Context: an optimization exercise on an open-source flow, tuned for small area and a short achievable clock period. The choices shown serve that exercise and are no tape-out recipe.
Function was checked by simulation only, so behaviour that the tests miss may differ from the original.
Power and IR drop assume default switching activity.

## flow/design.v (module list and top-level ports; edited modules follow where they fit)
// module parallel_accumulator: 8513 lines
module parallel_accumulator (
    input  logic                   clk,
    input  logic                   rst,
    input  logic [16-1:0][32-1:0] in_values,
    input  logic [16-1:0][4-1:0]    in_ids,
    input  logic                   in_valid,
    input  logic [4-1:0][16-1:0]   in_dst_ids,
    input  logic [4-1:0][16-1:0] in_src_masks,
    input  logic [4-1:0] in_dst_valid,
    output logic [16-1:0][32-1:0] sums,
    output logic [16-1:0][4-1:0]    out_ids,
    output logic [16-1:0]   seg_end,
    output logic                   out_valid,
    output logic [4-1:0][16-1:0]   out_dst_ids,
    output logic [4-1:0][16-1:0] out_src_masks,
    output logic [4-1:0] out_dst_valid
);
  // ...
==> flow/run.sh <==
#!/bin/bash
# synth_recipe.tcl (not shown) runs the flow's synth.tcl, then flattens the netlist and writes it again
# the make line also repeats each setting of config.mk as NAME=value (left out here)
make -C /OpenROAD-flow-scripts/flow DESIGN_CONFIG=/design/flow/config.mk WORK_HOME=/design/flow/orfs CLKGATE_MAP_FILE= SYNTH_SCRIPT=/design/flow/synth_recipe.tcl finish
==> flow/config.mk <==
export PLATFORM = sky130hd
export DESIGN_NAME = parallel_accumulator
export DESIGN_NICKNAME = parallel_accumulator
export VERILOG_FILES = /design/flow/design.v
export SDC_FILE = /design/flow/constraint.sdc
export NUM_CORES = 4
export LEC_CHECK = 0
export CAP_MARGIN = 20
export CORE_MARGIN = 2
export CORE_UTILIZATION = 60
export CTS_BUF_LIST = sky130_fd_sc_hd__clkbuf_4 sky130_fd_sc_hd__clkbuf_8
export CTS_CLUSTER_SIZE = 30
export SLEW_MARGIN = 20
==> flow/constraint.sdc <==
create_clock -name core_clock -period 4.5 [get_ports {clk}]
set_input_delay 0.9000 -clock core_clock [delete_from_list [all_inputs] [get_ports {clk}]]
set_output_delay 0.9000 -clock core_clock [all_outputs]
set_load 0.01 [all_outputs]
==> results.toml, run 1 <==
[synthesis]
synth-simple-area-share_pct = 4.26
yosysMostFrequentCell = "dfxtp_1"
synth_top_family_by_area = "adder cells"
yosys_most_used_dff = "dfxtp_1"
ys_seq_area_share_pct = 71.5
syn_area_per_cell_um2 = 14.6
async_flop_share_pct = 0
yosys.area_share.adder_pct = 15.3

[critical_path]
startpoint = "g3_7_q5"
cp_num_buf_inv = 1
rrSetupSlack_ps = 250
cp_max_fo = 6
setup.worst_path.start_class = "register"
critPathCapture = "x4_15_31_q6"

[floorplanning]
tap_cells = 2821
core_um2 = 212000
fp.dieH_um = 466
rows = 169

[final_layout]
nMultiInputCombCells = 2322
seq-cell-share_pct = 58.4
n_clock_buffer = 1046
final_cell_mix = "dfxtp_1, clkdlybuf4s50_1, inv_1, fa_1, clkbuf_8"

[power]
vdd_drop_max_v = 0.000605
sequentialPower_mw = 47.2
p_per_area_nw_per_um2 = 571

[sta]
timing.fmax_ghz = 0.235
slew-limit-headroom_pct = 29.6
drv_slew = 0
whs_ps = 251
finalWorstSetupSlack_ps = 248

[placement]
dp_hpwl_um = 243000

[global_routing]
gr-usage-met1_pct = 33.2
overflow = 0
grt_antenna_before_repair = 157

[worst_hold_path]
hold_end = "dst_ids_q[0][34]"
hp-class = "input pin to register"

[routing]
drt-vias-per-instance = 4.48
drc = 0
top_layer = "met5"

[cts]
cts_resized = 0
worstSkewPairLatency_ps = 1080
cts_tree = "built"

[run_status]
status = "timing/DRC/antenna clean"
==> run 2, diff against run 1 <==
--- a/flow/config.mk
+++ b/flow/config.mk
@@ -7,7 +7,5 @@
 export LEC_CHECK = 0
 export CAP_MARGIN = 20
 export CORE_MARGIN = 2
-export CORE_UTILIZATION = 60
-export CTS_BUF_LIST = sky130_fd_sc_hd__clkbuf_4 sky130_fd_sc_hd__clkbuf_8
-export CTS_CLUSTER_SIZE = 30
+export CORE_UTILIZATION = 40
 export SLEW_MARGIN = 20
==> results.toml, run 2 <==
[run_status]
status = "timing/DRC/antenna clean"

[synthesis]
synth_area_leader_cell = "dfxtp_1"
synth_cell_types = 31
yosys_most_used_dff = "dfxtp_1"
synth_nets = 10500
synthCells = 8753
async_flop_share_pct = 0
synth_edf_count = 0
ys_top_cells_by_count = "dfxtp_1, inv_1, fa_1"
syn_area_per_cell_um2 = 14.6
syn_area_um2 = 128000
synth.top_cell.area_share_pct = 71.5
ys_seq_area_share_pct = 71.5
yosysMostFrequentCell = "dfxtp_1"
ys.warnings.count = 5
ys_top_cells_by_area = "dfxtp_1, fa_1, inv_1"
ys_seq_elements = 4566

[critical_path]
crit_type = "register to register"
required_ps = 5360
rrSetupSlack_ps = 390
cp_top_family = "adder cells"
crit_path_max_incr_delay_ps = 550
rr_endpoint = "x4_15_31_q6"
arrival_ps = 4980
reg2reg_depth = 14
cp_slowest_cell = "fa_1"
crit_path_cell_trace = "nand2_1 > fa_1 > inv_1 > nand2_1 > fa_1 > fa_1 > fa_1 > fa_1 > xor2_1 > xnor2_1 > xnor2_1 > xnor2_1 > xnor2_1 > xnor2_1"
setup.worst_path.start_class = "register"
r2r_start = "x2_3_27_q5"
end_kind = "register"
cp_max_fo = 5
cp_num_buf_inv = 1

[cts]
cts_hold_buf = 0
root_buffer = "clkbuf_16"
cts_setup_buffers = 0
cts_tree = "built"
cts.path.max_buffers = 4
numClockSinks = 4566
cts.clk_slew.worst_paths_ps = 60
cts_buffers = 437
htree_levels = 5
cts_resized = 0
worstSkewPairLatency_ps = 960

[final_layout]
final_layout_size_suffix_gt1_share_pct = 7.77
reg_top3 = "dst_ids_q (384), ids_q (384), masks_q (384)"
area_delta_synth_final_pct = 25.0
fillers = 26900
regArea_um2 = 91400
fin_cells = 14800
final_cell_mix = "dfxtp_1, clkdlybuf4s50_1, inv_1, fa_1, nand2_1"
final_common_cell = "dfxtp_1"
multiInputGateArea_um2 = 27600
nets = 11900

[placement]
dp.cells = 13900
io_buffers = 1435
dp_hpwl_um = 254000
pre_cts_ws_ps = 111
gp_congestion = 0.910

[global_routing]
grt_pass1_vias = 64500
grt_max_degree = 18
grt_antenna_before_repair = 170
overflow = 0
grt_pass1_wl_um = 447000
grt_usage_pct = 19.2

[power]
swShare_pct = 23.3
vdd_drop_max_v = 0.000393
comb_power_share_pct = 8.4
p_sw_mw = 21.9
clock_power_share_pct = 41.4
p_per_area_nw_per_um2 = 589
leakagePower_nw = 69.0
power_frac_seq_pct = 50.2
finalPower_mw = 94.1
p_int_mw = 72.2

[routing]
firstDrtPassIters = 5
drt_iter0_drc = 2670
detail-route-antenna-nets = 0
drt-vias-per-instance = 4.05
wire_per_inst_um = 21.4
routed_wirelength_um = 315000
vias = 59800
drc = 0

[sta]
fin_tns_setup_ps = 0
worst_pin_slew_ps = 973
finalWorstSetupSlack_ps = 387
setup_viol = 0
min_period_ps = 4110
whs_ps = 277
hold_viol = 0
drv_slew = 0
worst_clock_skew_ps = 73.4
timing.fmax_ghz = 0.243
slew-limit-headroom_pct = 35.1
rsz0062_at_grt = "false"
final_min_period_over_clock_period_pct = 91.4

[floorplanning]
rows = 207
core_um2 = 318000
fp.dieH_um = 569
start_util_pct = 40.2
die_x_um = 569
boundaryPins = 1436
dieArea_um2 = 324000

[flow_run]
max_cap_violations = 0

[worst_hold_path]
hp-start = "x3_5_8_q5"
hold_end = "x3_5_8_q6"
hold_depth = 0
hp-class = "register to register"
==> run 2: power by group through the flow <==
stage,sequential [mW],combinational (mW),clock [mW]
after floorplan,46.9,4.22,0
after global placement,48.1,7.97,0
after detailed placement,48.2,8.01,0
after CTS,47.3,8.06,39.9
after global routing,47.6,8.57,41.5
final,47.2,7.90,39.0
==> run 2: layer usage <==
layer	vias to the layer above	GRT usage [%]	routed length [um]
met2	1852	31.7	149000
met1	29200	23.9	130000
met4	56	6.89	11500
met5	-	0	369
li1	28000	-	-
met3	655	5.71	24100
==> run 2: worst reg2reg max path, stage by stage, from the launching register on <==
cell and delay, ps:
dfxtp_1 340, nand2_1 80, fa_1 550, inv_1 320, nand2_1 120, fa_1 400
fa_1 420, fa_1 430, fa_1 420, xor2_1 160, xnor2_1 200, xnor2_1 160
xnor2_1 150, xnor2_1 160, xnor2_1 150
==> run 2: through the flow <==
stage          cell area, um2  utilization, %
2_1_floorplan          128000               -
3_3_place_gp           144000            45.3
3_5_place_dp           144000            45.3
4_1_cts                160000            50.2
5_1_grt                160000            50.2
6_report               160000            50.3
==> run 2: logic make-up after synthesis <==
family | Yosys count | synth area share [%]
AO/OA/AOI/OAI | 24 | 0.197
XOR/XNOR | 246 | 1.73
adder cells (fa/ha/maj) | 992 | 15.3
buffers and inverters | 1865 | 6.98
flip-flops | 4566 | 71.5
multiplexers | 1 | 0.00783
AND/OR/NAND/NOR | 1059 | 4.26
==> run 2: worst max-delay path by stage <==
stage | slack [ps] | startpoint | cells past startpoint | end
after floorplan | 670 | g3_7_q5 | 14 | x4_15_31_q6
after global placement | 170 | in_ids[48] | 14 | x1_13_4_q1
after detailed placement | 110 | in_ids[49] | 10 | x2_15_2_q1
final | 390 | x2_3_27_q5 | 14 | x4_15_31_q6
after global routing | 190 | x2_3_27_q5 | 14 | x4_15_31_q6
after CTS | 370 | x2_3_27_q5 | 14 | x4_15_31_q6
==> run 2: final cells by class <==
class / count / share of cell area [%]
Timing Repair Buffer: 1501 / 9.30
Clock buffer: 584 / 7.73
Antenna cell: 47 / 0.0736
Inverter: 1333 / 3.13
Clock inverter: 222 / 2.08
Multi-Input combinational cell: 2322 / 17.2
Sequential cell: 4566 / 57.2
Tap cell: 4180 / 3.27

-- separate check: timing with driven ports --
Ports are ideal in the flow. The routed layouts listed here were re-timed in OpenROAD. Step 1 (the two cells are an assumption about what drives the block):
set clk [get_ports {clk}]
set_driving_cell -lib_cell sky130_fd_sc_hd__clkbuf_16 $clk
set_driving_cell -lib_cell sky130_fd_sc_hd__buf_2 [delete_from_list [all_inputs] $clk]
Step 2 moves the port delays by t, midway between the first and last clock arrival at a register: inputs arrive t later, outputs are due t later. That takes back most of the time a late clock gives input paths. Three values: ideal ports, drivers, drivers and shift; two values: the first two.
run | shift t [ns] | slack for setup (ns) | hold WS [ns] | worst setup path at the end
run 1 | 1.149 | 0.248 / 0.248 / -0.069 | 0.251 / 0.177 / 0.281 | input to register
run 2 | 1.024 | 0.387 / 0.387 / 0.215 | 0.277 / 0.277 / 0.277 | input to register
Met with ideal ports but missed after step 2: setup timing in run 1. For run 1, which loses most, drivers alone change the setup slack by 0.000 ns; drivers and shift together by -0.317 ns.
